Background: an optimization exercise with open tools, aiming at small area. Do not read the settings as production practice. Function was checked by simulation only, so behaviour that the tests miss may differ from the original.

==> v17: inputs <==
==> flow/design.v (excerpt) <==
module dot_product_top (
    input  logic        clk,
    input  logic        reset,
    input  logic        up_valid,
    input  logic        up_last,
    input  logic [63:0] up_data,
    input  logic [63:0] up_weight,
    output logic        dn_valid,
    output logic [15:0] dn_data
);
    wire one0;
    wire two1;
    wire p2;
    wire p3;
    wire p4;
    wire p5;
    wire p6;
    wire p7;
    wire p8;
    wire p9;
    wire p10;
    wire p11;
    wire p12;
    wire p13;
    wire p14;
    wire p15;
    wire p16;
    wire p17;
    wire p18;
    wire one19;
    wire two20;
    wire p21;
    wire p22;
    wire p23;
    wire p24;
    wire p25;
    wire p26;
    wire p27;
    wire p28;
    wire p29;
    wire p30;
    wire p31;
    wire p32;
    wire p33;
    wire p34;
    wire p35;
    wire p36;
    wire p37;
    wire one38;
    wire two39;
    wire p40;
    wire p41;
    wire p42;
    wire p43;
    wire p44;
    wire p45;
    wire p46;
    wire p47;
    wire p48;
    wire p49;
    wire p50;
    wire p51;
    wire p52;
  ...
export LEC_CHECK = 0
export ABC_AREA = 1
export CAP_MARGIN = 20
export CORE_MARGIN = 2
export CORE_UTILIZATION = 40
export GPL_TIMING_DRIVEN = 0
export SLEW_MARGIN = 20
export SYNTH_HIERARCHICAL = 1
export SYNTH_MINIMUM_KEEP_SIZE = 0
create_clock -name core_clock -period 6.0 [get_ports {clk}]
standard.sh (not shown) runs the stock make flow with config.mk's settings and CLKGATE_MAP_FILE= SYNTH_SCRIPT=/design/flow/synth_recipe.tcl, a recipe that flattens the netlist after the stock synthesis.
==> flow/flow/run.sh <==
#!/bin/bash
# Standard layout, except that the port buffers use a small plain buffer.
set -euo pipefail
export BUFFER_PORTS_ARGS="-buffer_cell sky130_fd_sc_hd__buf_1"
bash standard.sh > standard.log 2>&1
==> v19: changes against v17 <==
--- a/flow/design.v
+++ b/flow/design.v
@@ -1303,50 +1303,48 @@
     wire s1308;
     wire c1309;
     wire s1310;
     wire c1311;
     wire s1312;
     wire c1313;
     wire s1314;
     wire c1315;
-    wire x1316;
-    wire x1317;
-    wire x1318;
-    wire x1319;
-    wire x1320;
-    wire x1321;
-    wire x1322;
-    wire x1323;
-    wire x1324;
-    wire x1325;
-    wire x1326;
-    wire x1327;
-    wire x1328;
-    wire x1329;
-    wire x1330;
-    wire x1331;
-    wire x1332;
-    wire x1333;
-    wire x1334;
-    wire x1335;
-    wire x1336;
-    wire x1337;
-    wire x1338;
-    wire x1339;
-    wire x1340;
-    wire x1341;
-    wire x1342;
-    wire x1343;
-    wire x1344;
-    wire x1345;
-    wire x1346;
-    wire x1347;
-    wire x1348;
-    wire x1349;
+    wire s1316;
+    wire c1317;
+    wire s1318;
+    wire c1319;
+    wire s1320;
+    wire c1321;
+    wire s1322;
+    wire c1323;
+    wire s1324;
+    wire c1325;
+    wire s1326;
+    wire c1327;
+    wire s1328;
+    wire c1329;
+    wire s1330;
+    wire c1331;
+    wire s1332;
+    wire c1333;
+    wire s1334;
+    wire c1335;
+    wire s1336;
+    wire c1337;
+    wire s1338;
+    wire c1339;
+    wire s1340;
+    wire c1341;
+    wire s1342;
+    wire c1343;
+    wire s1344;
+    wire c1345;
+    wire s1346;
+    wire c1347;
     assign one0 = up_weight[0];
     assign two1 = up_weight[1] & ~up_weight[0];
     assign p2 = (one0 & up_data[0]) ^ up_weight[1];
     assign p3 = ((one0 & up_data[1]) | (two1 & up_data[0])) ^ up_weight[1];
     assign p4 = ((one0 & up_data[2]) | (two1 & up_data[1])) ^ up_weight[1];
     assign p5 = ((one0 & up_data[3]) | (two1 & up_data[2])) ^ up_weight[1];
     assign p6 = ((one0 & up_data[4]) | (two1 & up_data[3])) ^ up_weight[1];
     assign p7 = ((one0 & up_data[5]) | (two1 & up_data[4])) ^ up_weight[1];
@@ -2275,50 +2273,32 @@
     dp_fa u_s1300 (.a(c1253), .b(c1255), .c(c1257), .s(s1300), .co(c1301));
     dp_fa u_s1302 (.a(c1259), .b(c1261), .c(s1290), .s(s1302), .co(c1303));
     dp_fa u_s1304 (.a(s1292), .b(s1294), .c(s1296), .s(s1304), .co(c1305));
     dp_fa u_s1306 (.a(s1298), .b(c1263), .c(c1265), .s(s1306), .co(c1307));
     dp_fa u_s1308 (.a(c1267), .b(s1300), .c(s1302), .s(s1308), .co(c1309));
     dp_fa u_s1310 (.a(s1304), .b(c1269), .c(c1271), .s(s1310), .co(c1311));
     dp_fa u_s1312 (.a(s1306), .b(s1308), .c(c1273), .s(s1312), .co(c1313));
     dp_fa u_s1314 (.a(c1275), .b(s1310), .c(s1312), .s(s1314), .co(c1315));
-    assign x1316 = ~p109;
-    dp_xor u_x1317 (.a(p123), .b(p135), .y(x1317));
-    dp_xor u_x1318 (.a(p229), .b(p245), .y(x1318));
-    dp_xor u_x1319 (.a(p259), .b(p271), .y(x1319));
-    dp_xor u_x1320 (.a(p365), .b(p381), .y(x1320));
-    dp_xor u_x1321 (.a(p395), .b(p407), .y(x1321));
-    dp_xor u_x1322 (.a(p501), .b(p517), .y(x1322));
-    dp_xor u_x1323 (.a(p531), .b(p543), .y(x1323));
-    dp_xor u_x1324 (.a(p93), .b(x1316), .y(x1324));
-    dp_xor u_x1325 (.a(x1317), .b(x1318), .y(x1325));
-    dp_xor u_x1326 (.a(x1319), .b(x1320), .y(x1326));
-    dp_xor u_x1327 (.a(x1321), .b(x1322), .y(x1327));
-    dp_xor u_x1328 (.a(x1323), .b(c1279), .y(x1328));
-    dp_xor u_x1329 (.a(c1281), .b(c1283), .y(x1329));
-    dp_xor u_x1330 (.a(c1285), .b(c1287), .y(x1330));
-    dp_xor u_x1331 (.a(c1289), .b(x1324), .y(x1331));
-    dp_xor u_x1332 (.a(x1325), .b(x1326), .y(x1332));
-    dp_xor u_x1333 (.a(x1327), .b(x1328), .y(x1333));
-    dp_xor u_x1334 (.a(x1329), .b(x1330), .y(x1334));
-    dp_xor u_x1335 (.a(x1331), .b(x1332), .y(x1335));
-    dp_xor u_x1336 (.a(c1291), .b(c1293), .y(x1336));
-    dp_xor u_x1337 (.a(c1295), .b(c1297), .y(x1337));
-    dp_xor u_x1338 (.a(c1299), .b(x1333), .y(x1338));
-    dp_xor u_x1339 (.a(x1334), .b(x1335), .y(x1339));
-    dp_xor u_x1340 (.a(x1336), .b(x1337), .y(x1340));
-    dp_xor u_x1341 (.a(x1338), .b(x1339), .y(x1341));
-    dp_xor u_x1342 (.a(c1301), .b(c1303), .y(x1342));
-    dp_xor u_x1343 (.a(c1305), .b(x1340), .y(x1343));
-    dp_xor u_x1344 (.a(x1341), .b(x1342), .y(x1344));
-    dp_xor u_x1345 (.a(x1343), .b(c1307), .y(x1345));
-    dp_xor u_x1346 (.a(c1309), .b(x1344), .y(x1346));
-    dp_xor u_x1347 (.a(x1345), .b(x1346), .y(x1347));
-    dp_xor u_x1348 (.a(c1311), .b(x1347), .y(x1348));
-    dp_xor u_x1349 (.a(c1313), .b(x1348), .y(x1349));
+    dp_fa u_s1316 (.a(1'b1), .b(p109), .c(p123), .s(s1316), .co(c1317));
+    dp_fa u_s1318 (.a(p135), .b(p229), .c(p245), .s(s1318), .co(c1319));
+    dp_fa u_s1320 (.a(p259), .b(p271), .c(p365), .s(s1320), .co(c1321));
+    dp_fa u_s1322 (.a(p381), .b(p395), .c(p407), .s(s1322), .co(c1323));
+    dp_fa u_s1324 (.a(p501), .b(p517), .c(p531), .s(s1324), .co(c1325));
+    dp_fa u_s1326 (.a(p543), .b(p93), .c(c1279), .s(s1326), .co(c1327));
+    dp_fa u_s1328 (.a(c1281), .b(c1283), .c(c1285), .s(s1328), .co(c1329));
+    dp_fa u_s1330 (.a(c1287), .b(c1289), .c(s1316), .s(s1330), .co(c1331));
+    dp_fa u_s1332 (.a(s1318), .b(s1320), .c(s1322), .s(s1332), .co(c1333));
+    dp_fa u_s1334 (.a(s1324), .b(c1291), .c(c1293), .s(s1334), .co(c1335));
+    dp_fa u_s1336 (.a(c1295), .b(c1297), .c(c1299), .s(s1336), .co(c1337));
+    dp_fa u_s1338 (.a(s1326), .b(s1328), .c(s1330), .s(s1338), .co(c1339));
+    dp_fa u_s1340 (.a(s1332), .b(c1301), .c(c1303), .s(s1340), .co(c1341));
+    dp_fa u_s1342 (.a(s1334), .b(c1305), .c(s1336), .s(s1342), .co(c1343));
+    dp_fa u_s1344 (.a(s1338), .b(c1307), .c(c1309), .s(s1344), .co(c1345));
+    dp_fa u_s1346 (.a(s1340), .b(s1342), .c(c1311), .s(s1346), .co(c1347));
     logic v1, l1;
     logic r0_0;
     logic r0_1;
     logic r1_0;
     logic r1_1;
     logic r1_2;
     logic r1_3;
     logic r1_4;
@@ -2358,16 +2338,18 @@
     logic r12_3;
     logic r13_0;
     logic r13_1;
     logic r13_2;
     logic r14_0;
     logic r14_1;
     logic r15_0;
     logic r15_1;
+    logic r15_2;
+    logic r15_3;
     always_ff @(posedge clk) begin
         if (reset) begin
             v1 <= 1'b0;
         end else begin
             v1 <= up_valid;
         end
         l1 <= up_last;
         r0_0 <= s638;
@@ -2411,18 +2393,20 @@
         r12_1 <= c1191;
         r12_2 <= s1236;
         r12_3 <= c1193;
         r13_0 <= s1274;
         r13_1 <= c1237;
         r13_2 <= s1276;
         r14_0 <= c1277;
         r14_1 <= s1314;
-        r15_0 <= x1349;
-        r15_1 <= c1315;
+        r15_0 <= s1344;
+        r15_1 <= c1313;
+        r15_2 <= s1346;
+        r15_3 <= c1315;
     end
     logic        first;
     logic [15:0] total;
     logic [15:0] base;
     logic [15:0] bsum_x, bsum_y;
     assign base = first ? 16'h0 : total;
     wire bs0;
     wire bc1;
@@ -2499,20 +2483,22 @@
     wire bs72;
     wire bc73;
     wire bs74;
     wire bc75;
     wire bs76;
     wire bc77;
     wire bs78;
     wire bc79;
-    wire bx80;
-    wire bx81;
-    wire bx82;
-    wire bx83;
+    wire bs80;
+    wire bc81;
+    wire bs82;
+    wire bc83;
+    wire bs84;
+    wire bc85;
     dp_fa u_bs0 (.a(r0_0), .b(r0_1), .c(base[0]), .s(bs0), .co(bc1));
     dp_fa u_bs2 (.a(r1_0), .b(r1_1), .c(r1_2), .s(bs2), .co(bc3));
     dp_fa u_bs4 (.a(r1_3), .b(r1_4), .c(base[1]), .s(bs4), .co(bc5));
     dp_fa u_bs6 (.a(bs2), .b(bc1), .c(bs4), .s(bs6), .co(bc7));
     dp_fa u_bs8 (.a(r2_0), .b(r2_1), .c(base[2]), .s(bs8), .co(bc9));
     dp_fa u_bs10 (.a(bc3), .b(bc5), .c(bs8), .s(bs10), .co(bc11));
     dp_fa u_bs12 (.a(r3_0), .b(r3_1), .c(base[3]), .s(bs12), .co(bc13));
     dp_fa u_bs14 (.a(bc9), .b(bs12), .c(bc11), .s(bs14), .co(bc15));
@@ -2543,21 +2529,20 @@
     dp_fa u_bs64 (.a(r12_0), .b(r12_1), .c(r12_2), .s(bs64), .co(bc65));
     dp_fa u_bs66 (.a(r12_3), .b(base[12]), .c(bc59), .s(bs66), .co(bc67));
     dp_fa u_bs68 (.a(bs64), .b(bc61), .c(bs66), .s(bs68), .co(bc69));
     dp_fa u_bs70 (.a(r13_0), .b(r13_1), .c(r13_2), .s(bs70), .co(bc71));
     dp_fa u_bs72 (.a(base[13]), .b(bc65), .c(bs70), .s(bs72), .co(bc73));
     dp_fa u_bs74 (.a(bc67), .b(bs72), .c(bc69), .s(bs74), .co(bc75));
     dp_fa u_bs76 (.a(r14_0), .b(r14_1), .c(base[14]), .s(bs76), .co(bc77));
     dp_fa u_bs78 (.a(bc71), .b(bs76), .c(bc73), .s(bs78), .co(bc79));
-    dp_xor u_bx80 (.a(r15_0), .b(r15_1), .y(bx80));
-    dp_xor u_bx81 (.a(base[15]), .b(bx80), .y(bx81));
-    dp_xor u_bx82 (.a(bx81), .b(bc77), .y(bx82));
-    dp_xor u_bx83 (.a(bx82), .b(bc79), .y(bx83));
-    assign bsum_x = {bx83, bs78, bs74, bs68, bs62, bs56, bs50, bs44, bs38, bs32, bs26, bs20, bs14, bc7, bs6, bs0};
+    dp_fa u_bs80 (.a(r15_0), .b(r15_1), .c(r15_2), .s(bs80), .co(bc81));
+    dp_fa u_bs82 (.a(r15_3), .b(base[15]), .c(bs80), .s(bs82), .co(bc83));
+    dp_fa u_bs84 (.a(bc77), .b(bs82), .c(bc79), .s(bs84), .co(bc85));
+    assign bsum_x = {bs84, bs78, bs74, bs68, bs62, bs56, bs50, bs44, bs38, bs32, bs26, bs20, bs14, bc7, bs6, bs0};
     assign bsum_y = {1'b0, bc75, 1'b0, bc63, 1'b0, bc51, 1'b0, 1'b0, 1'b0, 1'b0, 1'b0, 1'b0, 1'b0, bs10, 1'b0, 1'b0};
     always_ff @(posedge clk) begin
         if (reset) begin
             first    <= 1'b1;
             dn_valid <= 1'b0;
         end else begin
             if (v1) first <= l1;
             dn_valid <= v1 && l1;
@@ -2571,15 +2556,8 @@
     input  logic b,
     input  logic c,
     output logic s,
     output logic co
 );
     assign s  = a ^ b ^ c;
     assign co = (a & b) | (a & c) | (b & c);
 endmodule
-module dp_xor (
-    input  logic a,
-    input  logic b,
-    output logic y
-);
-    assign y = a ^ b;
-endmodule
==> flow/flow/run.sh (replaced) <==
#!/bin/bash
# The standard layout with three changes: the port buffers are the smallest
# plain buffer, the buffers that synthesis inserted are removed at floorplan
# (the placer's repair inserts what timing and slew need), and non-critical
# gates are downsized after global routing.
set -euo pipefail
export BUFFER_PORTS_ARGS="-buffer_cell sky130_fd_sc_hd__buf_1"
export REMOVE_ABC_BUFFERS=1
export RECOVER_POWER=100
bash standard.sh > standard.log 2>&1
==> v36: changes against v17 <==
==> flow/run.sh (new file) <==
#!/bin/bash
# synth_recipe.tcl (not shown) runs the flow's synth.tcl, then flattens the netlist and writes it again
# the make line also repeats each setting of config.mk as NAME=value (left out here)
make -C /OpenROAD-flow-scripts/flow DESIGN_CONFIG=/design/flow/config.mk WORK_HOME=/design/flow/orfs CLKGATE_MAP_FILE= SYNTH_SCRIPT=/design/flow/synth_recipe.tcl finish
removed: flow/flow/run.sh
removed: flow/standard.sh
==> results.sh <==
export IMPL_fp_dieW_um=238
export IMPL_track_usage_pct=28.1
export IMPL_netlist_instances=2286
export IMPL_leakage_uw=0.0102
export IMPL_tightest_slew_ns=0.907
export IMPL_grt_met1_usage_pct=36.6
export IMPL_syn_area_sq_um=21800
export IMPL_met3WireLength_um=5880
export IMPL_place_hpwl_um=68300
export IMPL_place_inst=3131
export IMPL_status="no timing/DRC/antenna violations"
export IMPL_ys_ff_latch=68
export IMPL_insertion_delay_ns=0.33
export IMPL_syn_area_per_cell_sq_um=9.54
export IMPL_io_buffers=147
export IMPL_finalCriticalPeriod_ns=5.87
export IMPL_layout_common_cells="xor2_1 (453), fa_1 (418), o22ai_1 (316)"
export IMPL_final_nonclk_buf_share_pct=6.93
# the run above: v17

==> results.sh <==
export IMPL_layout_common_cells="xor2_1 (443), fa_1 (416), o22ai_1 (313)"
export IMPL_netlist_instances=2286
export IMPL_place_inst=3131
export IMPL_insertion_delay_ns=0.33
export IMPL_io_buffers=147
export IMPL_place_hpwl_um=69000
export IMPL_tightest_slew_ns=0.879
export IMPL_finalInstanceArea_sq_um=24700
export IMPL_met3WireLength_um=5420
export IMPL_leakage_uw=0.0108
export IMPL_grt_met1_usage_pct=37.7
export IMPL_first_pass_iters=5
export IMPL_syn_area_per_cell_sq_um=9.54
export IMPL_finalCriticalPeriod_ns=5.93
export IMPL_ys_ff_latch=68
export IMPL_num_nonclk_buffers=321
export IMPL_status="no timing/DRC/antenna violations"
export IMPL_wire_per_inst_um=25.6
export IMPL_cpLargestDelayFamily="adder cells"
export IMPL_syn_area_sq_um=21800
# the run above: v36

==> results.sh <==
export IMPL_dpl_instance_area_sq_um=22100
export IMPL_insertion_delay_ns=0.34
export IMPL_leakage_uw=0.00919
export IMPL_start_util_pct=40.4
export IMPL_syn_area_sq_um=21700
export IMPL_tightest_slew_ns=1.05
export IMPL_io_buffers=148
export IMPL_place_inst=2795
export IMPL_met3WireLength_um=4600
export IMPL_status="no timing/DRC/antenna violations"
export IMPL_ys_ff_latch=70
export IMPL_finalCriticalPeriod_ns=5.92
export IMPL_place_hpwl_um=60100
export IMPL_pre_cts_ws_ns=-0.793
export IMPL_track_usage_pct=26.7
export IMPL_holdPathEnd="dn_valid"
export IMPL_fp_dieW_um=237
export IMPL_first_pass_iters=5
export IMPL_layout_common_cells="xor2_1 (452), fa_1 (437), o22ai_1 (288)"
export IMPL_netlist_instances=2121
# the run above: v19

what the ideal ports hide:
How much do the figures lean on ideal ports? The routed layouts below were timed once more, with nothing changed but the port constraints. Step 1 sets driving cells, clkbuf_16 on the clock port and buf_2 on the other inputs (assumed; they add their load-dependent delay and slew). Step 2 adds t to the input delays and takes it off the output delays; t is the mean of the earliest and latest rising clock arrival at the registers after step 1. Input paths then give back, and output paths get back, about the clock's delay inside the block. a / b / c = ideal ports / drivers / drivers and shift; a / b = the first two.
| run | t, ns | slack for setup (ns) | hold WS [ns] |
|---|---|---|---|
| v17 | 0.362 | 0.128 / 0.139 / -0.223 | 0.442 / 0.442 / 0.442 |
| v19 | 0.369 | 0.077 / 0.089 / -0.280 | 0.428 / 0.428 / 0.428 |
| v36 | 0.360 | 0.073 / 0.088 / -0.272 | 0.442 / 0.442 / 0.442 |
Met with ideal ports but missed after step 2: setup timing in every run listed. For v19, which loses most, drivers alone change the setup slack by +0.012 ns; drivers and shift together by -0.357 ns.
